This is an optimization exercise on Yosys and OpenROAD, whose aim is small area, a short achievable clock period and few clock cycles per item, not a production implementation. Function was checked by simulation only, so behaviour that the tests miss may differ from the original.

==> design.v <==
package lmsnt_pkg;
  localparam int DATA_WIDTH   = 16;   
  localparam int WEIGHT_WIDTH = 24;   
  localparam int RATE_WIDTH   = 16;   
  localparam int DATA_FRAC    = 8;
  localparam int WEIGHT_FRAC  = 16;
  localparam int RATE_FRAC    = 16;
  localparam int G_WIDTH     = RATE_WIDTH + DATA_WIDTH + 2;
  localparam int MCAND_WIDTH = (G_WIDTH > WEIGHT_WIDTH) ? G_WIDTH : WEIGHT_WIDTH;
  localparam int PROD_WIDTH  = MCAND_WIDTH + DATA_WIDTH;
  localparam int ACC_WIDTH   = PROD_WIDTH + 2;
  localparam int UPD_WIDTH   = PROD_WIDTH + 1;
  localparam int WSH = RATE_FRAC + DATA_FRAC + DATA_FRAC - WEIGHT_FRAC;
  localparam int BSH = RATE_FRAC + DATA_FRAC - WEIGHT_FRAC;
  localparam int CFG_INDEX_WIDTH = 2;
  localparam int CFG_DATA_WIDTH  = WEIGHT_WIDTH;
  localparam logic [CFG_INDEX_WIDTH-1:0] REG_LEARN_RATE = 2'd0;
  localparam logic [CFG_INDEX_WIDTH-1:0] REG_INIT_W1    = 2'd1;
  localparam logic [CFG_INDEX_WIDTH-1:0] REG_INIT_W2    = 2'd2;
  localparam logic [CFG_INDEX_WIDTH-1:0] REG_INIT_BIAS  = 2'd3;
  localparam logic [RATE_WIDTH-1:0] RATE_RESET = 16'd16384;   
  localparam logic [1:0] OP_PREDICT = 2'd0;
  localparam logic [1:0] OP_TRAIN   = 2'd1;
  localparam logic [1:0] OP_RELOAD  = 2'd2;
  localparam logic signed [ACC_WIDTH-1:0] DATA_HI =
    {{(ACC_WIDTH-DATA_WIDTH+1){1'b0}}, {(DATA_WIDTH-1){1'b1}}};
  localparam logic signed [ACC_WIDTH-1:0] DATA_LO =
    {{(ACC_WIDTH-DATA_WIDTH+1){1'b1}}, {(DATA_WIDTH-1){1'b0}}};
  localparam logic signed [UPD_WIDTH-1:0] WGT_HI =
    {{(UPD_WIDTH-WEIGHT_WIDTH+1){1'b0}}, {(WEIGHT_WIDTH-1){1'b1}}};
  localparam logic signed [UPD_WIDTH-1:0] WGT_LO =
    {{(UPD_WIDTH-WEIGHT_WIDTH+1){1'b1}}, {(WEIGHT_WIDTH-1){1'b0}}};
  typedef struct packed {
    logic [1:0]                   op;
    logic signed [DATA_WIDTH-1:0] first_input;
    logic signed [DATA_WIDTH-1:0] second_input;
    logic signed [DATA_WIDTH-1:0] target_value;
  } sample_t;
  typedef struct packed {
    logic signed [DATA_WIDTH-1:0]   prediction;
    logic signed [DATA_WIDTH-1:0]   error_value;
    logic signed [WEIGHT_WIDTH-1:0] weight_one_now;
    logic signed [WEIGHT_WIDTH-1:0] weight_two_now;
    logic signed [WEIGHT_WIDTH-1:0] bias_now;
    logic                           saturated_flag;
  } result_t;
  typedef struct packed {
    logic busy;
    logic done;
  } mul_stat_t;
  typedef enum logic [3:0] {
    ST_IDLE,
    ST_MUL_W1,
    ST_MUL_W2,
    ST_ROUND,
    ST_ERROR,
    ST_MUL_G,
    ST_MUL_D1,
    ST_UPD_W1,
    ST_MUL_D2,
    ST_UPD_W2,
    ST_RND_B,
    ST_UPD_B,
    ST_EMIT
  } state_t;
  typedef struct packed {
    logic signed [DATA_WIDTH-1:0] value;
    logic                         clipped;
  } data_clip_t;
  typedef struct packed {
    logic signed [WEIGHT_WIDTH-1:0] value;
    logic                           clipped;
  } weight_clip_t;
endpackage
module lmsnt_serial_mul (
  input  logic [7:0] one,
  input  logic [7:0] two,
  input  logic [7:0] ng,
  input  logic [31:0] m,
  input  logic [40:0] a,
  output logic [47:0] s,
  output logic [47:0] c
);
  logic [32:0] pp0;
  logic [32:0] pp1;
  logic [32:0] pp2;
  logic [32:0] pp3;
  logic [32:0] pp4;
  logic [32:0] pp5;
  logic [32:0] pp6;
  logic [32:0] pp7;
  logic [33:0] mx;
  assign mx = {m[31], m, 1'b0};
  assign pp0 = ({33{one[0]}} & mx[33:1] | {33{two[0]}} & mx[32:0]) ^ {33{ng[0]}};
  assign pp1 = ({33{one[1]}} & mx[33:1] | {33{two[1]}} & mx[32:0]) ^ {33{ng[1]}};
  assign pp2 = ({33{one[2]}} & mx[33:1] | {33{two[2]}} & mx[32:0]) ^ {33{ng[2]}};
  assign pp3 = ({33{one[3]}} & mx[33:1] | {33{two[3]}} & mx[32:0]) ^ {33{ng[3]}};
  assign pp4 = ({33{one[4]}} & mx[33:1] | {33{two[4]}} & mx[32:0]) ^ {33{ng[4]}};
  assign pp5 = ({33{one[5]}} & mx[33:1] | {33{two[5]}} & mx[32:0]) ^ {33{ng[5]}};
  assign pp6 = ({33{one[6]}} & mx[33:1] | {33{two[6]}} & mx[32:0]) ^ {33{ng[6]}};
  assign pp7 = ({33{one[7]}} & mx[33:1] | {33{two[7]}} & mx[32:0]) ^ {33{ng[7]}};
  logic t1, t2, t3, t4, t5, t6, t7, t8, t9, t10, t11, t12, t13, t14, t15, t16, t17, t18, t19, t20, t21, t22, t23, t24, t25, t26, t27, t28, t29, t30, t31, t32, t33, t34, t35, t36, t37, t38, t39, t40, t41, t42, t43, t44, t45, t46, t47, t48, t49, t50, t51, t52, t53, t54, t55, t56, t57, t58, t59, t60, t61, t62, t63, t64, t65, t66, t67, t68, t69, t70, t71, t72, t73, t74, t75, t76, t77, t78, t79, t80, t81, t82, t83, t84, t85, t86, t87, t88, t89, t90, t91, t92, t93, t94, t95, t96, t97, t98, t99, t100, t101, t102, t103, t104, t105, t106, t107, t108, t109, t110, t111, t112, t113, t114, t115, t116, t117, t118, t119, t120, t121, t122, t123, t124, t125, t126, t127, t128, t129, t130, t131, t132, t133, t134, t135, t136, t137, t138, t139, t140, t141, t142, t143, t144, t145, t146, t147, t148, t149, t150, t151, t152, t153, t154, t155, t156, t157, t158, t159, t160, t161, t162, t163, t164, t165, t166, t167, t168, t169, t170, t171, t172, t173, t174, t175, t176, t177, t178, t179, t180, t181, t182, t183, t184, t185, t186, t187, t188, t189, t190, t191, t192, t193, t194, t195, t196, t197, t198, t199, t200, t201, t202, t203, t204, t205, t206, t207, t208, t209, t210, t211, t212, t213, t214, t215, t216, t217, t218, t219, t220, t221, t222, t223, t224, t225, t226, t227, t228, t229, t230, t231, t232, t233, t234, t235, t236, t237, t238, t239, t240, t241, t242, t243, t244, t245, t246, t247, t248, t249, t250, t251, t252, t253, t254, t255, t256, t257, t258, t259, t260, t261, t262, t263, t264, t265, t266, t267, t268, t269, t270, t271, t272, t273, t274, t275, t276, t277, t278, t279, t280, t281, t282, t283, t284, t285, t286, t287, t288, t289, t290, t291, t292, t293, t294, t295, t296, t297, t298, t299, t300, t301, t302, t303, t304, t305, t306, t307, t308, t309, t310, t311, t312, t313, t314, t315, t316, t317, t318, t319, t320, t321, t322, t323, t324, t325, t326, t327, t328, t329, t330, t331, t332, t333, t334, t335, t336, t337, t338, t339, t340, t341, t342, t343, t344, t345, t346, t347, t348, t349, t350, t351, t352, t353, t354, t355, t356, t357, t358, t359, t360, t361, t362, t363, t364, t365, t366, t367, t368, t369, t370, t371, t372, t373, t374, t375, t376, t377, t378, t379, t380, t381, t382, t383, t384, t385, t386, t387, t388, t389, t390, t391, t392, t393, t394, t395, t396, t397, t398, t399, t400, t401, t402, t403, t404, t405, t406, t407, t408, t409, t410, t411, t412, t413, t414, t415, t416, t417, t418, t419, t420, t421, t422, t423, t424, t425, t426, t427, t428, t429, t430, t431, t432, t433, t434, t435, t436, t437, t438, t439, t440, t441, t442, t443, t444, t445, t446, t447, t448, t449, t450, t451, t452, t453, t454, t455, t456, t457, t458, t459, t460, t461, t462, t463, t464, t465, t466, t467, t468, t469, t470, t471, t472, t473, t474, t475, t476, t477, t478, t479, t480, t481, t482, t483, t484, t485, t486, t487, t488, t489, t490, t491, t492;
  assign t1 = a[8] ^ ng[4];
  assign t2 = a[8] & ng[4];
  assign t3 = a[9] ^ pp0[9];
  assign t4 = a[9] & pp0[9];
  assign t5 = a[10] ^ ng[5] ^ pp0[10];
  assign t6 = (a[10] & ng[5]) | (a[10] & pp0[10]) | (ng[5] & pp0[10]);
  assign t7 = pp1[8] ^ pp2[6];
  assign t8 = pp1[8] & pp2[6];
  assign t9 = a[11] ^ pp0[11] ^ pp1[9];
  assign t10 = (a[11] & pp0[11]) | (a[11] & pp1[9]) | (pp0[11] & pp1[9]);
  assign t11 = pp2[7] ^ pp3[5];
  assign t12 = pp2[7] & pp3[5];
  assign t13 = a[12] ^ ng[6] ^ pp0[12];
  assign t14 = (a[12] & ng[6]) | (a[12] & pp0[12]) | (ng[6] & pp0[12]);
  assign t15 = pp1[10] ^ pp2[8] ^ pp3[6];
  assign t16 = (pp1[10] & pp2[8]) | (pp1[10] & pp3[6]) | (pp2[8] & pp3[6]);
  assign t17 = pp4[4] ^ pp5[2];
  assign t18 = pp4[4] & pp5[2];
  assign t19 = a[13] ^ pp0[13] ^ pp1[11];
  assign t20 = (a[13] & pp0[13]) | (a[13] & pp1[11]) | (pp0[13] & pp1[11]);
  assign t21 = pp2[9] ^ pp3[7] ^ pp4[5];
  assign t22 = (pp2[9] & pp3[7]) | (pp2[9] & pp4[5]) | (pp3[7] & pp4[5]);
  assign t23 = pp5[3] ^ pp6[1];
  assign t24 = pp5[3] & pp6[1];
  assign t25 = a[14] ^ pp0[14] ^ pp1[12];
  assign t26 = (a[14] & pp0[14]) | (a[14] & pp1[12]) | (pp0[14] & pp1[12]);
  assign t27 = pp2[10] ^ pp3[8] ^ pp4[6];
  assign t28 = (pp2[10] & pp3[8]) | (pp2[10] & pp4[6]) | (pp3[8] & pp4[6]);
  assign t29 = pp5[4] ^ pp6[2] ^ pp7[0];
  assign t30 = (pp5[4] & pp6[2]) | (pp5[4] & pp7[0]) | (pp6[2] & pp7[0]);
  assign t31 = a[15] ^ pp0[15] ^ pp1[13];
  assign t32 = (a[15] & pp0[15]) | (a[15] & pp1[13]) | (pp0[15] & pp1[13]);
  assign t33 = pp2[11] ^ pp3[9] ^ pp4[7];
  assign t34 = (pp2[11] & pp3[9]) | (pp2[11] & pp4[7]) | (pp3[9] & pp4[7]);
  assign t35 = pp5[5] ^ pp6[3] ^ pp7[1];
  assign t36 = (pp5[5] & pp6[3]) | (pp5[5] & pp7[1]) | (pp6[3] & pp7[1]);
  assign t37 = a[16] ^ pp0[16] ^ pp1[14];
  assign t38 = (a[16] & pp0[16]) | (a[16] & pp1[14]) | (pp0[16] & pp1[14]);
  assign t39 = pp2[12] ^ pp3[10] ^ pp4[8];
  assign t40 = (pp2[12] & pp3[10]) | (pp2[12] & pp4[8]) | (pp3[10] & pp4[8]);
  assign t41 = pp5[6] ^ pp6[4] ^ pp7[2];
  assign t42 = (pp5[6] & pp6[4]) | (pp5[6] & pp7[2]) | (pp6[4] & pp7[2]);
  assign t43 = a[17] ^ pp0[17] ^ pp1[15];
  assign t44 = (a[17] & pp0[17]) | (a[17] & pp1[15]) | (pp0[17] & pp1[15]);
  assign t45 = pp2[13] ^ pp3[11] ^ pp4[9];
  assign t46 = (pp2[13] & pp3[11]) | (pp2[13] & pp4[9]) | (pp3[11] & pp4[9]);
  assign t47 = pp5[7] ^ pp6[5] ^ pp7[3];
  assign t48 = (pp5[7] & pp6[5]) | (pp5[7] & pp7[3]) | (pp6[5] & pp7[3]);
  assign t49 = a[18] ^ pp0[18] ^ pp1[16];
  assign t50 = (a[18] & pp0[18]) | (a[18] & pp1[16]) | (pp0[18] & pp1[16]);
  assign t51 = pp2[14] ^ pp3[12] ^ pp4[10];
  assign t52 = (pp2[14] & pp3[12]) | (pp2[14] & pp4[10]) | (pp3[12] & pp4[10]);
  assign t53 = pp5[8] ^ pp6[6] ^ pp7[4];
  assign t54 = (pp5[8] & pp6[6]) | (pp5[8] & pp7[4]) | (pp6[6] & pp7[4]);
  assign t55 = a[19] ^ pp0[19] ^ pp1[17];
  assign t56 = (a[19] & pp0[19]) | (a[19] & pp1[17]) | (pp0[19] & pp1[17]);
  assign t57 = pp2[15] ^ pp3[13] ^ pp4[11];
  assign t58 = (pp2[15] & pp3[13]) | (pp2[15] & pp4[11]) | (pp3[13] & pp4[11]);
  assign t59 = pp5[9] ^ pp6[7] ^ pp7[5];
  assign t60 = (pp5[9] & pp6[7]) | (pp5[9] & pp7[5]) | (pp6[7] & pp7[5]);
  assign t61 = a[20] ^ pp0[20] ^ pp1[18];
  assign t62 = (a[20] & pp0[20]) | (a[20] & pp1[18]) | (pp0[20] & pp1[18]);
  assign t63 = pp2[16] ^ pp3[14] ^ pp4[12];
  assign t64 = (pp2[16] & pp3[14]) | (pp2[16] & pp4[12]) | (pp3[14] & pp4[12]);
  assign t65 = pp5[10] ^ pp6[8] ^ pp7[6];
  assign t66 = (pp5[10] & pp6[8]) | (pp5[10] & pp7[6]) | (pp6[8] & pp7[6]);
  assign t67 = a[21] ^ pp0[21] ^ pp1[19];
  assign t68 = (a[21] & pp0[21]) | (a[21] & pp1[19]) | (pp0[21] & pp1[19]);
  assign t69 = pp2[17] ^ pp3[15] ^ pp4[13];
  assign t70 = (pp2[17] & pp3[15]) | (pp2[17] & pp4[13]) | (pp3[15] & pp4[13]);
  assign t71 = pp5[11] ^ pp6[9] ^ pp7[7];
  assign t72 = (pp5[11] & pp6[9]) | (pp5[11] & pp7[7]) | (pp6[9] & pp7[7]);
  assign t73 = a[22] ^ pp0[22] ^ pp1[20];
  assign t74 = (a[22] & pp0[22]) | (a[22] & pp1[20]) | (pp0[22] & pp1[20]);
  assign t75 = pp2[18] ^ pp3[16] ^ pp4[14];
  assign t76 = (pp2[18] & pp3[16]) | (pp2[18] & pp4[14]) | (pp3[16] & pp4[14]);
  assign t77 = pp5[12] ^ pp6[10] ^ pp7[8];
  assign t78 = (pp5[12] & pp6[10]) | (pp5[12] & pp7[8]) | (pp6[10] & pp7[8]);
  assign t79 = a[23] ^ pp0[23] ^ pp1[21];
  assign t80 = (a[23] & pp0[23]) | (a[23] & pp1[21]) | (pp0[23] & pp1[21]);
  assign t81 = pp2[19] ^ pp3[17] ^ pp4[15];
  assign t82 = (pp2[19] & pp3[17]) | (pp2[19] & pp4[15]) | (pp3[17] & pp4[15]);
  assign t83 = pp5[13] ^ pp6[11] ^ pp7[9];
  assign t84 = (pp5[13] & pp6[11]) | (pp5[13] & pp7[9]) | (pp6[11] & pp7[9]);
  assign t85 = a[24] ^ pp0[24] ^ pp1[22];
  assign t86 = (a[24] & pp0[24]) | (a[24] & pp1[22]) | (pp0[24] & pp1[22]);
  assign t87 = pp2[20] ^ pp3[18] ^ pp4[16];
  assign t88 = (pp2[20] & pp3[18]) | (pp2[20] & pp4[16]) | (pp3[18] & pp4[16]);
  assign t89 = pp5[14] ^ pp6[12] ^ pp7[10];
  assign t90 = (pp5[14] & pp6[12]) | (pp5[14] & pp7[10]) | (pp6[12] & pp7[10]);
  assign t91 = a[25] ^ pp0[25] ^ pp1[23];
  assign t92 = (a[25] & pp0[25]) | (a[25] & pp1[23]) | (pp0[25] & pp1[23]);
  assign t93 = pp2[21] ^ pp3[19] ^ pp4[17];
  assign t94 = (pp2[21] & pp3[19]) | (pp2[21] & pp4[17]) | (pp3[19] & pp4[17]);
  assign t95 = pp5[15] ^ pp6[13] ^ pp7[11];
  assign t96 = (pp5[15] & pp6[13]) | (pp5[15] & pp7[11]) | (pp6[13] & pp7[11]);
  assign t97 = a[26] ^ pp0[26] ^ pp1[24];
  assign t98 = (a[26] & pp0[26]) | (a[26] & pp1[24]) | (pp0[26] & pp1[24]);
  assign t99 = pp2[22] ^ pp3[20] ^ pp4[18];
  assign t100 = (pp2[22] & pp3[20]) | (pp2[22] & pp4[18]) | (pp3[20] & pp4[18]);
  assign t101 = pp5[16] ^ pp6[14] ^ pp7[12];
  assign t102 = (pp5[16] & pp6[14]) | (pp5[16] & pp7[12]) | (pp6[14] & pp7[12]);
  assign t103 = a[27] ^ pp0[27] ^ pp1[25];
  assign t104 = (a[27] & pp0[27]) | (a[27] & pp1[25]) | (pp0[27] & pp1[25]);
  assign t105 = pp2[23] ^ pp3[21] ^ pp4[19];
  assign t106 = (pp2[23] & pp3[21]) | (pp2[23] & pp4[19]) | (pp3[21] & pp4[19]);
  assign t107 = pp5[17] ^ pp6[15] ^ pp7[13];
  assign t108 = (pp5[17] & pp6[15]) | (pp5[17] & pp7[13]) | (pp6[15] & pp7[13]);
  assign t109 = a[28] ^ pp0[28] ^ pp1[26];
  assign t110 = (a[28] & pp0[28]) | (a[28] & pp1[26]) | (pp0[28] & pp1[26]);
  assign t111 = pp2[24] ^ pp3[22] ^ pp4[20];
  assign t112 = (pp2[24] & pp3[22]) | (pp2[24] & pp4[20]) | (pp3[22] & pp4[20]);
  assign t113 = pp5[18] ^ pp6[16] ^ pp7[14];
  assign t114 = (pp5[18] & pp6[16]) | (pp5[18] & pp7[14]) | (pp6[16] & pp7[14]);
  assign t115 = a[29] ^ pp0[29] ^ pp1[27];
  assign t116 = (a[29] & pp0[29]) | (a[29] & pp1[27]) | (pp0[29] & pp1[27]);
  assign t117 = pp2[25] ^ pp3[23] ^ pp4[21];
  assign t118 = (pp2[25] & pp3[23]) | (pp2[25] & pp4[21]) | (pp3[23] & pp4[21]);
  assign t119 = pp5[19] ^ pp6[17] ^ pp7[15];
  assign t120 = (pp5[19] & pp6[17]) | (pp5[19] & pp7[15]) | (pp6[17] & pp7[15]);
  assign t121 = a[30] ^ pp0[30] ^ pp1[28];
  assign t122 = (a[30] & pp0[30]) | (a[30] & pp1[28]) | (pp0[30] & pp1[28]);
  assign t123 = pp2[26] ^ pp3[24] ^ pp4[22];
  assign t124 = (pp2[26] & pp3[24]) | (pp2[26] & pp4[22]) | (pp3[24] & pp4[22]);
  assign t125 = pp5[20] ^ pp6[18] ^ pp7[16];
  assign t126 = (pp5[20] & pp6[18]) | (pp5[20] & pp7[16]) | (pp6[18] & pp7[16]);
  assign t127 = a[31] ^ pp0[31] ^ pp1[29];
  assign t128 = (a[31] & pp0[31]) | (a[31] & pp1[29]) | (pp0[31] & pp1[29]);
  assign t129 = pp2[27] ^ pp3[25] ^ pp4[23];
  assign t130 = (pp2[27] & pp3[25]) | (pp2[27] & pp4[23]) | (pp3[25] & pp4[23]);
  assign t131 = pp5[21] ^ pp6[19] ^ pp7[17];
  assign t132 = (pp5[21] & pp6[19]) | (pp5[21] & pp7[17]) | (pp6[19] & pp7[17]);
  assign t133 = a[32] ^ pp0[32] ^ pp1[30];
  assign t134 = (a[32] & pp0[32]) | (a[32] & pp1[30]) | (pp0[32] & pp1[30]);
  assign t135 = pp2[28] ^ pp3[26] ^ pp4[24];
  assign t136 = (pp2[28] & pp3[26]) | (pp2[28] & pp4[24]) | (pp3[26] & pp4[24]);
  assign t137 = pp5[22] ^ pp6[20] ^ pp7[18];
  assign t138 = (pp5[22] & pp6[20]) | (pp5[22] & pp7[18]) | (pp6[20] & pp7[18]);
  assign t139 = a[33] ^ pp0[32] ^ pp1[31];
  assign t140 = (a[33] & pp0[32]) | (a[33] & pp1[31]) | (pp0[32] & pp1[31]);
  assign t141 = pp2[29] ^ pp3[27] ^ pp4[25];
  assign t142 = (pp2[29] & pp3[27]) | (pp2[29] & pp4[25]) | (pp3[27] & pp4[25]);
  assign t143 = pp5[23] ^ pp6[21] ^ pp7[19];
  assign t144 = (pp5[23] & pp6[21]) | (pp5[23] & pp7[19]) | (pp6[21] & pp7[19]);
  assign t145 = a[34] ^ pp2[30] ^ pp3[28];
  assign t146 = (a[34] & pp2[30]) | (a[34] & pp3[28]) | (pp2[30] & pp3[28]);
  assign t147 = pp4[26] ^ pp5[24] ^ pp6[22];
  assign t148 = (pp4[26] & pp5[24]) | (pp4[26] & pp6[22]) | (pp5[24] & pp6[22]);
  assign t149 = pp7[20] ^ ~pp0[32] ^ ~pp1[32];
  assign t150 = (pp7[20] & ~pp0[32]) | (pp7[20] & ~pp1[32]) | (~pp0[32] & ~pp1[32]);
  assign t151 = 1'b1 ^ a[35] ^ pp2[31];
  assign t152 = (1'b1 & a[35]) | (1'b1 & pp2[31]) | (a[35] & pp2[31]);
  assign t153 = pp3[29] ^ pp4[27] ^ pp5[25];
  assign t154 = (pp3[29] & pp4[27]) | (pp3[29] & pp5[25]) | (pp4[27] & pp5[25]);
  assign t155 = pp6[23] ^ pp7[21];
  assign t156 = pp6[23] & pp7[21];
  assign t157 = a[36] ^ pp3[30] ^ pp4[28];
  assign t158 = (a[36] & pp3[30]) | (a[36] & pp4[28]) | (pp3[30] & pp4[28]);
  assign t159 = pp5[26] ^ pp6[24] ^ pp7[22];
  assign t160 = (pp5[26] & pp6[24]) | (pp5[26] & pp7[22]) | (pp6[24] & pp7[22]);
  assign t161 = 1'b1 ^ a[37] ^ pp3[31];
  assign t162 = (1'b1 & a[37]) | (1'b1 & pp3[31]) | (a[37] & pp3[31]);
  assign t163 = pp4[29] ^ pp5[27];
  assign t164 = pp4[29] & pp5[27];
  assign t165 = a[38] ^ pp4[30] ^ pp5[28];
  assign t166 = (a[38] & pp4[30]) | (a[38] & pp5[28]) | (pp4[30] & pp5[28]);
  assign t167 = 1'b1 ^ a[39];
  assign t168 = 1'b1 & a[39];
  assign t169 = 1'b1 ^ ~a[40];
  assign t170 = 1'b1 & ~a[40];
  assign t171 = a[4] ^ ng[2];
  assign t172 = a[4] & ng[2];
  assign t173 = a[5] ^ pp0[5];
  assign t174 = a[5] & pp0[5];
  assign t175 = a[6] ^ ng[3] ^ pp0[6];
  assign t176 = (a[6] & ng[3]) | (a[6] & pp0[6]) | (ng[3] & pp0[6]);
  assign t177 = pp1[4] ^ pp2[2];
  assign t178 = pp1[4] & pp2[2];
  assign t179 = a[7] ^ pp0[7] ^ pp1[5];
  assign t180 = (a[7] & pp0[7]) | (a[7] & pp1[5]) | (pp0[7] & pp1[5]);
  assign t181 = pp2[3] ^ pp3[1];
  assign t182 = pp2[3] & pp3[1];
  assign t183 = t1 ^ pp0[8] ^ pp1[6];
  assign t184 = (t1 & pp0[8]) | (t1 & pp1[6]) | (pp0[8] & pp1[6]);
  assign t185 = pp2[4] ^ pp3[2] ^ pp4[0];
  assign t186 = (pp2[4] & pp3[2]) | (pp2[4] & pp4[0]) | (pp3[2] & pp4[0]);
  assign t187 = t2 ^ pp1[7] ^ pp2[5];
  assign t188 = (t2 & pp1[7]) | (t2 & pp2[5]) | (pp1[7] & pp2[5]);
  assign t189 = pp3[3] ^ pp4[1] ^ t3;
  assign t190 = (pp3[3] & pp4[1]) | (pp3[3] & t3) | (pp4[1] & t3);
  assign t191 = pp3[4] ^ pp4[2] ^ pp5[0];
  assign t192 = (pp3[4] & pp4[2]) | (pp3[4] & pp5[0]) | (pp4[2] & pp5[0]);
  assign t193 = t4 ^ t7 ^ t5;
  assign t194 = (t4 & t7) | (t4 & t5) | (t7 & t5);
  assign t195 = pp4[3] ^ pp5[1] ^ t8;
  assign t196 = (pp4[3] & pp5[1]) | (pp4[3] & t8) | (pp5[1] & t8);
  assign t197 = t11 ^ t6 ^ t9;
  assign t198 = (t11 & t6) | (t11 & t9) | (t6 & t9);
  assign t199 = pp6[0] ^ t12 ^ t17;
  assign t200 = (pp6[0] & t12) | (pp6[0] & t17) | (t12 & t17);
  assign t201 = t10 ^ t13 ^ t15;
  assign t202 = (t10 & t13) | (t10 & t15) | (t13 & t15);
  assign t203 = t18 ^ t23 ^ t14;
  assign t204 = (t18 & t23) | (t18 & t14) | (t23 & t14);
  assign t205 = t16 ^ t19 ^ t21;
  assign t206 = (t16 & t19) | (t16 & t21) | (t19 & t21);
  assign t207 = t24 ^ t20 ^ t22;
  assign t208 = (t24 & t20) | (t24 & t22) | (t20 & t22);
  assign t209 = t25 ^ t27 ^ t29;
  assign t210 = (t25 & t27) | (t25 & t29) | (t27 & t29);
  assign t211 = t26 ^ t28 ^ t30;
  assign t212 = (t26 & t28) | (t26 & t30) | (t28 & t30);
  assign t213 = t31 ^ t33 ^ t35;
  assign t214 = (t31 & t33) | (t31 & t35) | (t33 & t35);
  assign t215 = t32 ^ t34 ^ t36;
  assign t216 = (t32 & t34) | (t32 & t36) | (t34 & t36);
  assign t217 = t37 ^ t39 ^ t41;
  assign t218 = (t37 & t39) | (t37 & t41) | (t39 & t41);
  assign t219 = t38 ^ t40 ^ t42;
  assign t220 = (t38 & t40) | (t38 & t42) | (t40 & t42);
  assign t221 = t43 ^ t45 ^ t47;
  assign t222 = (t43 & t45) | (t43 & t47) | (t45 & t47);
  assign t223 = t44 ^ t46 ^ t48;
  assign t224 = (t44 & t46) | (t44 & t48) | (t46 & t48);
  assign t225 = t49 ^ t51 ^ t53;
  assign t226 = (t49 & t51) | (t49 & t53) | (t51 & t53);
  assign t227 = t50 ^ t52 ^ t54;
  assign t228 = (t50 & t52) | (t50 & t54) | (t52 & t54);
  assign t229 = t55 ^ t57 ^ t59;
  assign t230 = (t55 & t57) | (t55 & t59) | (t57 & t59);
  assign t231 = t56 ^ t58 ^ t60;
  assign t232 = (t56 & t58) | (t56 & t60) | (t58 & t60);
  assign t233 = t61 ^ t63 ^ t65;
  assign t234 = (t61 & t63) | (t61 & t65) | (t63 & t65);
  assign t235 = t62 ^ t64 ^ t66;
  assign t236 = (t62 & t64) | (t62 & t66) | (t64 & t66);
  assign t237 = t67 ^ t69 ^ t71;
  assign t238 = (t67 & t69) | (t67 & t71) | (t69 & t71);
  assign t239 = t68 ^ t70 ^ t72;
  assign t240 = (t68 & t70) | (t68 & t72) | (t70 & t72);
  assign t241 = t73 ^ t75 ^ t77;
  assign t242 = (t73 & t75) | (t73 & t77) | (t75 & t77);
  assign t243 = t74 ^ t76 ^ t78;
  assign t244 = (t74 & t76) | (t74 & t78) | (t76 & t78);
  assign t245 = t79 ^ t81 ^ t83;
  assign t246 = (t79 & t81) | (t79 & t83) | (t81 & t83);
  assign t247 = t80 ^ t82 ^ t84;
  assign t248 = (t80 & t82) | (t80 & t84) | (t82 & t84);
  assign t249 = t85 ^ t87 ^ t89;
  assign t250 = (t85 & t87) | (t85 & t89) | (t87 & t89);
  assign t251 = t86 ^ t88 ^ t90;
  assign t252 = (t86 & t88) | (t86 & t90) | (t88 & t90);
  assign t253 = t91 ^ t93 ^ t95;
  assign t254 = (t91 & t93) | (t91 & t95) | (t93 & t95);
  assign t255 = t92 ^ t94 ^ t96;
  assign t256 = (t92 & t94) | (t92 & t96) | (t94 & t96);
  assign t257 = t101 ^ t97 ^ t99;
  assign t258 = (t101 & t97) | (t101 & t99) | (t97 & t99);
  assign t259 = t100 ^ t102 ^ t98;
  assign t260 = (t100 & t102) | (t100 & t98) | (t102 & t98);
  assign t261 = t103 ^ t105 ^ t107;
  assign t262 = (t103 & t105) | (t103 & t107) | (t105 & t107);
  assign t263 = t104 ^ t106 ^ t108;
  assign t264 = (t104 & t106) | (t104 & t108) | (t106 & t108);
  assign t265 = t109 ^ t111 ^ t113;
  assign t266 = (t109 & t111) | (t109 & t113) | (t111 & t113);
  assign t267 = t110 ^ t112 ^ t114;
  assign t268 = (t110 & t112) | (t110 & t114) | (t112 & t114);
  assign t269 = t115 ^ t117 ^ t119;
  assign t270 = (t115 & t117) | (t115 & t119) | (t117 & t119);
  assign t271 = t116 ^ t118 ^ t120;
  assign t272 = (t116 & t118) | (t116 & t120) | (t118 & t120);
  assign t273 = t121 ^ t123 ^ t125;
  assign t274 = (t121 & t123) | (t121 & t125) | (t123 & t125);
  assign t275 = t122 ^ t124 ^ t126;
  assign t276 = (t122 & t124) | (t122 & t126) | (t124 & t126);
  assign t277 = t127 ^ t129 ^ t131;
  assign t278 = (t127 & t129) | (t127 & t131) | (t129 & t131);
  assign t279 = t128 ^ t130 ^ t132;
  assign t280 = (t128 & t130) | (t128 & t132) | (t130 & t132);
  assign t281 = t133 ^ t135 ^ t137;
  assign t282 = (t133 & t135) | (t133 & t137) | (t135 & t137);
  assign t283 = t134 ^ t136 ^ t138;
  assign t284 = (t134 & t136) | (t134 & t138) | (t136 & t138);
  assign t285 = t139 ^ t141 ^ t143;
  assign t286 = (t139 & t141) | (t139 & t143) | (t141 & t143);
  assign t287 = t140 ^ t142 ^ t144;
  assign t288 = (t140 & t142) | (t140 & t144) | (t142 & t144);
  assign t289 = t145 ^ t147 ^ t149;
  assign t290 = (t145 & t147) | (t145 & t149) | (t147 & t149);
  assign t291 = t155 ^ t146 ^ t148;
  assign t292 = (t155 & t146) | (t155 & t148) | (t146 & t148);
  assign t293 = t150 ^ t151 ^ t153;
  assign t294 = (t150 & t151) | (t150 & t153) | (t151 & t153);
  assign t295 = ~pp2[32] ^ t156 ^ t152;
  assign t296 = (~pp2[32] & t156) | (~pp2[32] & t152) | (t156 & t152);
  assign t297 = t154 ^ t157 ^ t159;
  assign t298 = (t154 & t157) | (t154 & t159) | (t157 & t159);
  assign t299 = pp6[25] ^ pp7[23] ^ t163;
  assign t300 = (pp6[25] & pp7[23]) | (pp6[25] & t163) | (pp7[23] & t163);
  assign t301 = t158 ^ t160 ^ t161;
  assign t302 = (t158 & t160) | (t158 & t161) | (t160 & t161);
  assign t303 = pp6[26] ^ pp7[24] ^ ~pp3[32];
  assign t304 = (pp6[26] & pp7[24]) | (pp6[26] & ~pp3[32]) | (pp7[24] & ~pp3[32]);
  assign t305 = t164 ^ t162 ^ t165;
  assign t306 = (t164 & t162) | (t164 & t165) | (t162 & t165);
  assign t307 = t167 ^ pp4[31] ^ pp5[29];
  assign t308 = (t167 & pp4[31]) | (t167 & pp5[29]) | (pp4[31] & pp5[29]);
  assign t309 = pp6[27] ^ pp7[25] ^ t166;
  assign t310 = (pp6[27] & pp7[25]) | (pp6[27] & t166) | (pp7[25] & t166);
  assign t311 = t168 ^ t169 ^ pp5[30];
  assign t312 = (t168 & t169) | (t168 & pp5[30]) | (t169 & pp5[30]);
  assign t313 = pp6[28] ^ pp7[26] ^ ~pp4[32];
  assign t314 = (pp6[28] & pp7[26]) | (pp6[28] & ~pp4[32]) | (pp7[26] & ~pp4[32]);
  assign t315 = t170 ^ pp5[31] ^ pp6[29];
  assign t316 = (t170 & pp5[31]) | (t170 & pp6[29]) | (pp5[31] & pp6[29]);
  assign t317 = a[2] ^ ng[1];
  assign t318 = a[2] & ng[1];
  assign t319 = a[3] ^ pp0[3];
  assign t320 = a[3] & pp0[3];
  assign t321 = t171 ^ pp0[4] ^ pp1[2];
  assign t322 = (t171 & pp0[4]) | (t171 & pp1[2]) | (pp0[4] & pp1[2]);
  assign t323 = t172 ^ pp1[3] ^ pp2[1];
  assign t324 = (t172 & pp1[3]) | (t172 & pp2[1]) | (pp1[3] & pp2[1]);
  assign t325 = pp3[0] ^ t174 ^ t177;
  assign t326 = (pp3[0] & t174) | (pp3[0] & t177) | (t174 & t177);
  assign t327 = t178 ^ t181 ^ t176;
  assign t328 = (t178 & t181) | (t178 & t176) | (t181 & t176);
  assign t329 = t182 ^ t180 ^ t183;
  assign t330 = (t182 & t180) | (t182 & t183) | (t180 & t183);
  assign t331 = t184 ^ t186 ^ t187;
  assign t332 = (t184 & t186) | (t184 & t187) | (t186 & t187);
  assign t333 = t188 ^ t191 ^ t190;
  assign t334 = (t188 & t191) | (t188 & t190) | (t191 & t190);
  assign t335 = t192 ^ t195 ^ t194;
  assign t336 = (t192 & t195) | (t192 & t194) | (t195 & t194);
  assign t337 = t196 ^ t199 ^ t198;
  assign t338 = (t196 & t199) | (t196 & t198) | (t199 & t198);
  assign t339 = t200 ^ t202 ^ t203;
  assign t340 = (t200 & t202) | (t200 & t203) | (t202 & t203);
  assign t341 = t204 ^ t206 ^ t207;
  assign t342 = (t204 & t206) | (t204 & t207) | (t206 & t207);
  assign t343 = t208 ^ t210 ^ t211;
  assign t344 = (t208 & t210) | (t208 & t211) | (t210 & t211);
  assign t345 = t212 ^ t214 ^ t215;
  assign t346 = (t212 & t214) | (t212 & t215) | (t214 & t215);
  assign t347 = t216 ^ t218 ^ t219;
  assign t348 = (t216 & t218) | (t216 & t219) | (t218 & t219);
  assign t349 = t220 ^ t222 ^ t223;
  assign t350 = (t220 & t222) | (t220 & t223) | (t222 & t223);
  assign t351 = t224 ^ t226 ^ t227;
  assign t352 = (t224 & t226) | (t224 & t227) | (t226 & t227);
  assign t353 = t228 ^ t230 ^ t231;
  assign t354 = (t228 & t230) | (t228 & t231) | (t230 & t231);
  assign t355 = t232 ^ t234 ^ t235;
  assign t356 = (t232 & t234) | (t232 & t235) | (t234 & t235);
  assign t357 = t236 ^ t238 ^ t239;
  assign t358 = (t236 & t238) | (t236 & t239) | (t238 & t239);
  assign t359 = t240 ^ t242 ^ t243;
  assign t360 = (t240 & t242) | (t240 & t243) | (t242 & t243);
  assign t361 = t244 ^ t246 ^ t247;
  assign t362 = (t244 & t246) | (t244 & t247) | (t246 & t247);
  assign t363 = t248 ^ t250 ^ t251;
  assign t364 = (t248 & t250) | (t248 & t251) | (t250 & t251);
  assign t365 = t252 ^ t254 ^ t255;
  assign t366 = (t252 & t254) | (t252 & t255) | (t254 & t255);
  assign t367 = t256 ^ t258 ^ t259;
  assign t368 = (t256 & t258) | (t256 & t259) | (t258 & t259);
  assign t369 = t260 ^ t262 ^ t263;
  assign t370 = (t260 & t262) | (t260 & t263) | (t262 & t263);
  assign t371 = t264 ^ t266 ^ t267;
  assign t372 = (t264 & t266) | (t264 & t267) | (t266 & t267);
  assign t373 = t268 ^ t270 ^ t271;
  assign t374 = (t268 & t270) | (t268 & t271) | (t270 & t271);
  assign t375 = t272 ^ t274 ^ t275;
  assign t376 = (t272 & t274) | (t272 & t275) | (t274 & t275);
  assign t377 = t276 ^ t278 ^ t279;
  assign t378 = (t276 & t278) | (t276 & t279) | (t278 & t279);
  assign t379 = t280 ^ t282 ^ t283;
  assign t380 = (t280 & t282) | (t280 & t283) | (t282 & t283);
  assign t381 = t284 ^ t286 ^ t287;
  assign t382 = (t284 & t286) | (t284 & t287) | (t286 & t287);
  assign t383 = t288 ^ t290 ^ t291;
  assign t384 = (t288 & t290) | (t288 & t291) | (t290 & t291);
  assign t385 = t292 ^ t294 ^ t295;
  assign t386 = (t292 & t294) | (t292 & t295) | (t294 & t295);
  assign t387 = t299 ^ t296 ^ t298;
  assign t388 = (t299 & t296) | (t299 & t298) | (t296 & t298);
  assign t389 = t303 ^ t300 ^ t302;
  assign t390 = (t303 & t300) | (t303 & t302) | (t300 & t302);
  assign t391 = t304 ^ t307 ^ t306;
  assign t392 = (t304 & t307) | (t304 & t306) | (t307 & t306);
  assign t393 = t308 ^ t311 ^ t313;
  assign t394 = (t308 & t311) | (t308 & t313) | (t311 & t313);
  assign t395 = pp7[27] ^ t312 ^ t314;
  assign t396 = (pp7[27] & t312) | (pp7[27] & t314) | (t312 & t314);
  assign t397 = pp6[30] ^ pp7[28] ^ ~pp5[32];
  assign t398 = (pp6[30] & pp7[28]) | (pp6[30] & ~pp5[32]) | (pp7[28] & ~pp5[32]);
  assign t399 = 1'b1 ^ pp6[31];
  assign t400 = 1'b1 & pp6[31];
  assign t401 = a[0] ^ ng[0];
  assign t402 = a[0] & ng[0];
  assign t403 = a[1] ^ pp0[1];
  assign t404 = a[1] & pp0[1];
  assign t405 = t317 ^ pp0[2] ^ pp1[0];
  assign t406 = (t317 & pp0[2]) | (t317 & pp1[0]) | (pp0[2] & pp1[0]);
  assign t407 = t318 ^ pp1[1] ^ t319;
  assign t408 = (t318 & pp1[1]) | (t318 & t319) | (pp1[1] & t319);
  assign t409 = pp2[0] ^ t320 ^ t321;
  assign t410 = (pp2[0] & t320) | (pp2[0] & t321) | (t320 & t321);
  assign t411 = t173 ^ t322 ^ t323;
  assign t412 = (t173 & t322) | (t173 & t323) | (t322 & t323);
  assign t413 = t324 ^ t175 ^ t325;
  assign t414 = (t324 & t175) | (t324 & t325) | (t175 & t325);
  assign t415 = t179 ^ t326 ^ t327;
  assign t416 = (t179 & t326) | (t179 & t327) | (t326 & t327);
  assign t417 = t185 ^ t328 ^ t329;
  assign t418 = (t185 & t328) | (t185 & t329) | (t328 & t329);
  assign t419 = t189 ^ t330 ^ t331;
  assign t420 = (t189 & t330) | (t189 & t331) | (t330 & t331);
  assign t421 = t332 ^ t193 ^ t333;
  assign t422 = (t332 & t193) | (t332 & t333) | (t193 & t333);
  assign t423 = t197 ^ t334 ^ t335;
  assign t424 = (t197 & t334) | (t197 & t335) | (t334 & t335);
  assign t425 = t201 ^ t336 ^ t337;
  assign t426 = (t201 & t336) | (t201 & t337) | (t336 & t337);
  assign t427 = t205 ^ t338 ^ t339;
  assign t428 = (t205 & t338) | (t205 & t339) | (t338 & t339);
  assign t429 = t209 ^ t340 ^ t341;
  assign t430 = (t209 & t340) | (t209 & t341) | (t340 & t341);
  assign t431 = t213 ^ t342 ^ t343;
  assign t432 = (t213 & t342) | (t213 & t343) | (t342 & t343);
  assign t433 = t217 ^ t344 ^ t345;
  assign t434 = (t217 & t344) | (t217 & t345) | (t344 & t345);
  assign t435 = t221 ^ t346 ^ t347;
  assign t436 = (t221 & t346) | (t221 & t347) | (t346 & t347);
  assign t437 = t225 ^ t348 ^ t349;
  assign t438 = (t225 & t348) | (t225 & t349) | (t348 & t349);
  assign t439 = t229 ^ t350 ^ t351;
  assign t440 = (t229 & t350) | (t229 & t351) | (t350 & t351);
  assign t441 = t233 ^ t352 ^ t353;
  assign t442 = (t233 & t352) | (t233 & t353) | (t352 & t353);
  assign t443 = t237 ^ t354 ^ t355;
  assign t444 = (t237 & t354) | (t237 & t355) | (t354 & t355);
  assign t445 = t241 ^ t356 ^ t357;
  assign t446 = (t241 & t356) | (t241 & t357) | (t356 & t357);
  assign t447 = t245 ^ t358 ^ t359;
  assign t448 = (t245 & t358) | (t245 & t359) | (t358 & t359);
  assign t449 = t249 ^ t360 ^ t361;
  assign t450 = (t249 & t360) | (t249 & t361) | (t360 & t361);
  assign t451 = t253 ^ t362 ^ t363;
  assign t452 = (t253 & t362) | (t253 & t363) | (t362 & t363);
  assign t453 = t257 ^ t364 ^ t365;
  assign t454 = (t257 & t364) | (t257 & t365) | (t364 & t365);
  assign t455 = t261 ^ t366 ^ t367;
  assign t456 = (t261 & t366) | (t261 & t367) | (t366 & t367);
  assign t457 = t265 ^ t368 ^ t369;
  assign t458 = (t265 & t368) | (t265 & t369) | (t368 & t369);
  assign t459 = t269 ^ t370 ^ t371;
  assign t460 = (t269 & t370) | (t269 & t371) | (t370 & t371);
  assign t461 = t273 ^ t372 ^ t373;
  assign t462 = (t273 & t372) | (t273 & t373) | (t372 & t373);
  assign t463 = t277 ^ t374 ^ t375;
  assign t464 = (t277 & t374) | (t277 & t375) | (t374 & t375);
  assign t465 = t281 ^ t376 ^ t377;
  assign t466 = (t281 & t376) | (t281 & t377) | (t376 & t377);
  assign t467 = t285 ^ t378 ^ t379;
  assign t468 = (t285 & t378) | (t285 & t379) | (t378 & t379);
  assign t469 = t289 ^ t380 ^ t381;
  assign t470 = (t289 & t380) | (t289 & t381) | (t380 & t381);
  assign t471 = t293 ^ t382 ^ t383;
  assign t472 = (t293 & t382) | (t293 & t383) | (t382 & t383);
  assign t473 = t297 ^ t384 ^ t385;
  assign t474 = (t297 & t384) | (t297 & t385) | (t384 & t385);
  assign t475 = t301 ^ t386 ^ t387;
  assign t476 = (t301 & t386) | (t301 & t387) | (t386 & t387);
  assign t477 = t305 ^ t388 ^ t389;
  assign t478 = (t305 & t388) | (t305 & t389) | (t388 & t389);
  assign t479 = t309 ^ t390 ^ t391;
  assign t480 = (t309 & t390) | (t309 & t391) | (t390 & t391);
  assign t481 = t310 ^ t393 ^ t392;
  assign t482 = (t310 & t393) | (t310 & t392) | (t393 & t392);
  assign t483 = t315 ^ t394 ^ t395;
  assign t484 = (t315 & t394) | (t315 & t395) | (t394 & t395);
  assign t485 = t316 ^ t397 ^ t396;
  assign t486 = (t316 & t397) | (t316 & t396) | (t397 & t396);
  assign t487 = pp7[29] ^ t399 ^ t398;
  assign t488 = (pp7[29] & t399) | (pp7[29] & t398) | (t399 & t398);
  assign t489 = pp7[30] ^ ~pp6[32] ^ t400;
  assign t490 = (pp7[30] & ~pp6[32]) | (pp7[30] & t400) | (~pp6[32] & t400);
  assign t491 = 1'b1 ^ pp7[31];
  assign t492 = 1'b1 & pp7[31];
  assign s = {1'b1, ~pp7[32], t491, t489, t487, t484, t483, t481, t478, t476, t474, t472, t470, t468, t466, t464, t462, t460, t458, t456, t454, t452, t450, t448, t446, t444, t442, t440, t438, t436, t434, t432, t430, t428, t426, t424, t422, t420, t418, t416, t414, t412, t410, t408, t406, t404, t402, t401};
  assign c = {1'b0, t492, t490, t488, t486, t485, t482, t480, t479, t477, t475, t473, t471, t469, t467, t465, t463, t461, t459, t457, t455, t453, t451, t449, t447, t445, t443, t441, t439, t437, t435, t433, t431, t429, t427, t425, t423, t421, t419, t417, t415, t413, t411, t409, t407, t405, t403, pp0[0]};
endmodule
module lms_two_input_neuron_trainer
(
  input  logic         clk,
  input  logic         rst,
  input  logic         sample_valid,
  output logic         sample_ready,
  input  logic [49:0]  sample,
  output logic         result_valid,
  input  logic         result_ready,
  output logic [104:0] result,
  input  logic         cfg_write,
  input  logic [1:0]   cfg_index,
  input  logic [23:0]  cfg_data
);
  function automatic [23:0] benc(input logic [15:0] y);
    logic [16:0] yy;
    logic [7:0]  one, two, ng;
    yy = {y, 1'b0};
    for (int i = 0; i < 8; i++) begin
      one[i] = yy[2*i+1] ^ yy[2*i];
      two[i] = (yy[2*i+2] & ~yy[2*i+1] & ~yy[2*i]) | (~yy[2*i+2] & yy[2*i+1] & yy[2*i]);
      ng[i]  = yy[2*i+2];
    end
    benc = {ng, two, one};
  endfunction
  function automatic [16:0] clip16(input logic [25:0] v);
    if (!v[25] && (v[24:15] != 10'h000))      clip16 = {16'h7fff, 1'b1};
    else if (v[25] && (v[24:15] != 10'h3ff))  clip16 = {16'h8000, 1'b1};
    else                                      clip16 = {v[15:0], 1'b0};
  endfunction
  function automatic [24:0] clip24(input logic [32:0] v);
    if (!v[32] && (v[31:23] != 9'h000))       clip24 = {24'h7fffff, 1'b1};
    else if (v[32] && (v[31:23] != 9'h1ff))   clip24 = {24'h800000, 1'b1};
    else                                      clip24 = {v[23:0], 1'b0};
  endfunction
  logic [1:0]  op;
  assign op = sample[49:48];
  logic e, p1, p2, p3, p4, p5, r1;
  logic [15:0] rate;
  logic [23:0] init_w1, init_w2, init_b;
  logic [23:0] w1, w2, b;
  logic [15:0] x1, x2;
  logic [15:0] tgt;
  logic        trn_q;
  logic [23:0] code_r;
  logic [31:0] m_r;
  logic [40:0] a_r;
  logic [15:0] pred_q, err_q;
  logic        sat_q;
  logic slot_free;
  assign slot_free = !result_valid || result_ready;
  logic rfin, fin, take;
  assign rfin = r1 && slot_free;
  assign fin  = (p2 && !trn_q) || p5 || rfin;
  assign sample_ready = e || fin;
  assign take = sample_valid && sample_ready;
  logic [47:0] ps, pc, p;
  lmsnt_serial_mul u_mul (
    .one (code_r[7:0]),
    .two (code_r[15:8]),
    .ng  (code_r[23:16]),
    .m   (m_r),
    .a   (a_r),
    .s   (ps),
    .c   (pc)
  );
  logic        cl;
  logic [31:0] pl;
  logic [15:0] u0, u1, ph;
  assign {cl, pl} = {1'b0, ps[31:0]} + {1'b0, pc[31:0]};
  assign u0 = ps[47:32] + pc[47:32];
  assign u1 = ps[47:32] + pc[47:32] + 16'd1;
  assign ph = cl ? u1 : u0;
  assign p  = {ph, pl};
  logic inr_p, inr_w;
  assign inr_p = cl ? (pl[31] ? (&u1) : ~(|u1)) : (pl[31] ? (&u0) : ~(|u0));
  assign inr_w = cl ? ((&u1[15:6]) | ~(|u1[15:6])) : ((&u0[15:6]) | ~(|u0[15:6]));
  logic [25:0] tn, fs, fc;
  logic        dcl;
  logic [31:0] dl;
  logic [9:0]  dh0, dh1, dh;
  assign tn = ~{{10{tgt[15]}}, tgt};
  assign fs = ps[41:16] ^ pc[41:16] ^ tn;
  assign fc = (ps[41:16] & pc[41:16]) | (ps[41:16] & tn) | (pc[41:16] & tn);
  assign {dcl, dl} = {1'b0, fs[15:0], ps[15:0]} + {1'b0, fc[14:0], 1'b1, pc[15:0]};
  assign dh0 = fs[25:16] + fc[24:15];
  assign dh1 = fs[25:16] + fc[24:15] + 10'd1;
  assign dh  = dcl ? dh1 : dh0;
  logic inr_d;
  assign inr_d = dcl ? (dl[31] ? (&dh1) : ~(|dh1)) : (dl[31] ? (&dh0) : ~(|dh0));
  logic [16:0] pclip, dclip, epos, eneg, eclip;
  logic [17:0] ehi, elo;
  assign pclip = inr_p ? {pl[31:16], 1'b0} : (ph[15] ? {16'h8000, 1'b1} : {16'h7fff, 1'b1});
  assign dclip = inr_d ? {dl[31:16], 1'b0} : (dh[9]  ? {16'h8000, 1'b1} : {16'h7fff, 1'b1});
  assign ehi   = 18'sd32767 - {{2{tgt[15]}}, tgt};
  assign elo   = -18'sd32768 - {{2{tgt[15]}}, tgt};
  assign epos  = clip16({{8{ehi[17]}}, ehi});
  assign eneg  = clip16({{8{elo[17]}}, elo});
  always_comb begin
    if (!inr_p && !ph[15]) eclip = epos;
    else if (!inr_p)       eclip = eneg;
    else                   eclip = dclip;
  end
  logic [24:0] wclip, bclip;
  logic [33:0] bsum;
  assign wclip = inr_w ? {p[38:15], 1'b0} : (ph[15] ? {24'h800000, 1'b1} : {24'h7fffff, 1'b1});
  assign bsum  = {{3{b[23]}}, b, 7'h3f} - {{2{m_r[31]}}, m_r};
  assign bclip = clip24({{6{bsum[33]}}, bsum[33:7]});
  logic [23:0] w1_nx, b_nx;
  assign w1_nx = r1 ? init_w1 : w1;
  assign b_nx  = r1 ? init_b  : b;
  logic [24:0] b1;
  assign b1 = {b_nx[23], b_nx} + 25'd128 + {23'd0, sample[47]} * 25'd64 + {23'd0, sample[31]} * 25'd64;
  always_ff @(posedge clk) begin
    if (rst) begin
      e            <= 1'b1;
      p1           <= 1'b0;
      p2           <= 1'b0;
      p3           <= 1'b0;
      p4           <= 1'b0;
      p5           <= 1'b0;
      r1           <= 1'b0;
      result_valid <= 1'b0;
      rate         <= 16'd16384;
      init_w1      <= '0;
      init_w2      <= '0;
      init_b       <= '0;
      w1           <= '0;
      w2           <= '0;
      b            <= '0;
    end else begin
      e  <= (e || fin) && !sample_valid;
      p1 <= (p1 && !slot_free) || (take && op != 2'd2);
      r1 <= (r1 && !slot_free) || (take && op == 2'd2);
      p2 <= p1 && slot_free;
      p3 <= p2 && trn_q;
      p4 <= p3;
      p5 <= p4;
      if (fin)               result_valid <= 1'b1;
      else if (result_ready) result_valid <= 1'b0;
      if (cfg_write) begin
        case (cfg_index)
          2'd0: rate <= cfg_data[15:0];
          2'd1: init_w1 <= cfg_data;
          2'd2: init_w2 <= cfg_data;
          default: init_b <= cfg_data;
        endcase
      end
      if (rfin) begin
        w1 <= init_w1;
        w2 <= init_w2;
        b  <= init_b;
      end
      if (p4) begin
        w1 <= wclip[24:1];
        b  <= bclip[24:1];
      end
      if (p5) w2 <= wclip[24:1];
    end
  end
  logic [15:0] y_nx;
  logic        neg_nx;
  always_comb begin
    y_nx   = x2;
    neg_nx = 1'b0;
    if (take) begin
      y_nx = sample[47:32];
    end else if (p3) begin
      y_nx   = x1;
      neg_nx = 1'b1;
    end else if (p4) begin
      neg_nx = 1'b1;
    end
  end
  always_ff @(posedge clk) begin
    if (take || (p1 && slot_free) || p2 || p3 || p4) begin
      code_r <= (p2 && trn_q) ? benc(eclip[16:1]) : (benc(y_nx) ^ {{8{neg_nx}}, 16'h0000});
    end
    if (take) begin
      x1     <= sample[47:32];
      x2     <= sample[31:16];
      tgt    <= sample[15:0];
      trn_q  <= (op == 2'd1);
      m_r    <= {{8{w1_nx[23]}}, w1_nx};
      a_r    <= {{8{b1[24]}}, b1, 8'h00};
    end else if (p1 && slot_free) begin
      m_r    <= {{8{w2[23]}}, w2};
      a_r    <= p[40:0];
    end else if (p2) begin
      m_r    <= {16'h0000, rate};
      a_r    <= {26'd0, eclip[16], 14'd0};
    end else if (p3) begin
      m_r    <= p[31:0];
      a_r    <= {{2{w1[23]}}, w1, ~x1[15], 14'h3fff};
    end else if (p4) begin
      a_r    <= {{2{w2[23]}}, w2, ~x2[15], 14'h3fff};
    end
    if (rfin) begin
      pred_q <= '0;
      err_q  <= '0;
      sat_q  <= 1'b0;
    end
    if (p2) begin
      pred_q <= pclip[16:1];
      err_q  <= eclip[16:1];
      sat_q  <= pclip[0] | eclip[0];
    end
    if (p4) sat_q <= sat_q | wclip[0] | bclip[0];
    if (p5) sat_q <= sat_q | wclip[0];
  end
  assign result = {pred_q, err_q, w1, w2, b, sat_q};
endmodule
==> constraint.sdc <==
create_clock -name core_clock -period 7.5 [get_ports {clk}]
set_input_delay 1.5000 -clock core_clock [delete_from_list [all_inputs] [get_ports {clk}]]
set_output_delay 1.5000 -clock core_clock [all_outputs]
set_load 0.01 [all_outputs]
==> config.mk <==
export PLATFORM = sky130hd
export DESIGN_NAME = lms_two_input_neuron_trainer
export DESIGN_NICKNAME = lms_two_input_neuron_trainer
export VERILOG_FILES = /design/flow/design.v
export SDC_FILE = /design/flow/constraint.sdc
export NUM_CORES = 4
export LEC_CHECK = 0
export ABC_AREA = 1
export CAP_MARGIN = 5
export CORE_MARGIN = 2
export CORE_UTILIZATION = 60
export SETUP_SLACK_MARGIN = 0.4
export SLEW_MARGIN = 5
==> run.sh <==
#!/bin/bash
# synth_recipe.tcl (not shown) runs the flow's synth.tcl, then flattens the netlist and writes it again
# the make line also repeats each setting of config.mk as NAME=value (left out here)
make -C /OpenROAD-flow-scripts/flow DESIGN_CONFIG=/design/flow/config.mk WORK_HOME=/design/flow/orfs CLKGATE_MAP_FILE= SYNTH_SCRIPT=/design/flow/synth_recipe.tcl finish
==> notes.md <==
-- area by class of cell --
class	count	area, um2
Multi-Input combinational cell	3233	22780
Antenna cell	2	5.005
Clock inverter	24	339.1
Tap cell	756	945.9
Sequential cell	347	8662
Clock buffer	52	1087
Inverter	654	2512
Fill cell	4585	15760
Timing Repair Buffer	432	3968
-- synth_stat cells, drive strengths merged (63+ instances only) --
library cell	n
inv	619
edfxtp	171
o22ai	262
nand3	191
nand2	711
xor2	318
nor2	432
clkbuf	184
fa	252
dfxtp	176
buf	63
o21ai	413
a21oi	273
ha	123
-- critical path, delay by kind of cell, from the launching register on --
kind / cells / cell delay, ns
XOR/XNOR: 1 / 0.18
buffers and inverters: 8 / 1.18
adder cells (fa/ha/maj): 6 / 2.81
AO/OA/AOI/OAI: 3 / 0.60
flip-flops: 1 / 0.57
AND/OR/NAND/NOR: 14 / 1.43
-- metal layers --
layer  up-vias  part of all wire, %
met2      2571                   42
met3       487                   13
met5         -                0.021
met4         4                  7.1
met1     16000                   38
li1      15260                    -
-- per-stage QoR --
stage,worst slack [ns],TNS (ns),cell area [um2],utilization [%]
3_3_place_gp,-0.07148,-0.09851,37090,66.16
5_1_grt,0.2117,0,40290,71.88
3_5_place_dp,-0.1143,-0.1777,37090,66.16
4_1_cts,0.3955,0,38770,69.16
2_1_floorplan,0.8009,0,33860,-
6_report,0.4210,0,40300,71.89
-- logic make-up (layout without fill, tap and decap cells) --
kind of cell,after synthesis,count (layout),share of synthesized area (%)
simple gates,1407,1410,17.21
other cells,0,2,0
buf+inv,901,1162,10.11
mux,1,1,0.03326
compound gates,1092,1092,18.41
flops,347,347,25.57
xor+xnor,355,355,9.206
fa+ha+maj,375,375,19.45
-- timing repair --
item                       CTS  global route
setup endpoints to repair   79           105
pin swaps                    6            90
buffers inserted            11            55
resized for setup           53           268
gates cloned                 1             4
-- worst paths after layout --
check	slack, ns	to	cells past startpoint	from
worst min register to register	0.47	init_b[6]$_SDFFE_PP0P_	2	init_b[6]$_SDFFE_PP0P_
worst max register to register	0.42	code_r[1]$_DFFE_PP_	32	code_r[18]$_DFFE_PP_
worst max-delay path	0.42	code_r[1]$_DFFE_PP_	32	code_r[18]$_DFFE_PP_
worst min-delay path	0.47	init_b[6]$_SDFFE_PP0P_	2	init_b[6]$_SDFFE_PP0P_
==> summary.txt <==
Flow run
  – Max cap viols: 0

Synth
  – Post-synth EDFFs: 171
  – Syn Inst Count: ~4,500
  – Yosys top cell area share: ~15%
  – Mapped Area: 33,860 um2
  – Synth area leaders: edfxtp_1 (15%), fa_1 (15%), dfxtp_1 (10%)
  – Ys async rst share: 0%
  – Yosys warns: 1
  – Dominant cell type by area after synthesis: edfxtp_1
  – Syn_area_per_cell: about 7.6 um2
  – Primary FF master, synth: dfxtp_1
  – Netlist cell types: 58
  – Mapped Nets: around 5,000
  – Sequential share of the synthesized area: between 20% and 30%
  – #FFs+latches synth: between 300 and 400

Floorplan
  – Core footprint: 56,060 um2
  – Die Area: 58,340 um2
  – Die Height: between 200 and 250 um
  – Ports: approximately 190
  – Site row count: 87
  – Starting Density: 60.39%
  – Die Wd: roughly 240 um

STA
  – Setup violations, final: 0
  – Final Max Slew Viols: 0
  – Final Hold Vio Count: 0
  – Clock Skew: 0.06763 ns
  – Unrepaired setup endpoints after global routing: true
  – Worst hold margin: between 0.4 and 0.5 ns
  – Tcrit/Tclk final: between 90 and 100%
  – Max Fclk: about 140 MHz
  – Worst-Margin Slew: 1.283 ns
  – Headroom to the max-slew limit: between 10% and 20%
  – Final worst path period need: a little over 7 ns

Finish
  – Biggest register: a_r
  – Largest registers: a_r (41), m_r (32)
  – Final non-filler cell total: ~5,500
  – Most common cell after layout, fill and taps aside: nand2_1
  – Synth-to-layout area growth: 19.03%
  – Nets: 5,165
  – Share of layout cells above drive strength 1: between 10% and 20%
  – Max FFs per register: 41
  – Most frequent cells in the layout: nand2_1 (636), inv_1 (581), nor2_1 (400)

Worst setup path
  – Crit-path max FO: 10
  – CP Class: flip-flop to flip-flop
  – Biggest cell delay along the critical path: just over 0.6 ns
  – Critical Path RT: 7.84 ns
  – CP Capture Type: flip-flop
  – CP max-delay cell: fa_1
  – CP Launch Type: flip-flop
  – Arr. time, crit path: approximately 7.4 ns

Place
  – Detailed-placement wirelength estimate: roughly 100 mm
  – Post-placement cell count: 5,350
  – Final Wtd Congestion: 1.054
  – I/O Buffers: roughly 190

Detailed routing
  – DR pass1 iterations: 9
  – Iteration-0 DRC Markers: slightly below 5,000
  – Routed Antenna Nets: 0
  – WL final: about 130 mm
  – Residual DRC: 0
  – Vias per inst: 6.241
  – Drt wl/cell: between 20 and 25 um
  – Vias: ~34,000

GRT
  – Largest net degree at the start of global routing: 67
  – Initial antenna violation count: 3
  – GRT overflow: 0
  – Vias in the first global route: 32,350
  – Global-route wire length before repair: about 200 mm
  – Gr busiest metal: met2
  – Global Route met3 Usage: a little over a tenth
  – Met2 usage: 65.12%
  – Met1 Use GR: 58.02%
  – Total GRT Usage: roughly 44%

Clocking
  – CTS Hold Buffers Added: 0
  – H-tree lvl count: 2
  – Clock sinks: roughly 350
  – CTS Buf Count: between 40 and 50
  – Clock Pin Slew Worst Setup and Hold Paths: ~0.06 ns
  – CTS tree: done
  – Worst skew pair latency: 0.61 ns
  – CTS root buffer: clkbuf_16
  – Bufs on Longest Clock Path: 3

Min path
  – HP Class: flip-flop to flip-flop

Run status
  – Run status: finished clean
Testbench counts, summed over its fixed seeds: cycles 13,626, items 3,200.

## what the ideal ports hide
No port has a modelled driver above. Below, the same layout with a new extraction and two added sets of constraints. Step 1, drivers: a clkbuf_16 drives clk and a buf_2 each remaining input, both assumed. Step 2, shift: input delay + t, output delay - t, t = (earliest + latest rising clock arrival at the registers) / 2. This alone moves slack from input paths to output paths. Slacks: ideal ports / drivers / drivers and shift; pairs: ideal ports / drivers.
t (ns): 0.645
setup slack, ns: 0.421 / 0.421 / 0.421
slew at the worst register clock pin (ns): 0.07 / 0.07
After both steps this run still meets setup and hold. The setup slack of this run moves by 0.000 ns with the drivers and by 0.000 ns with both steps.
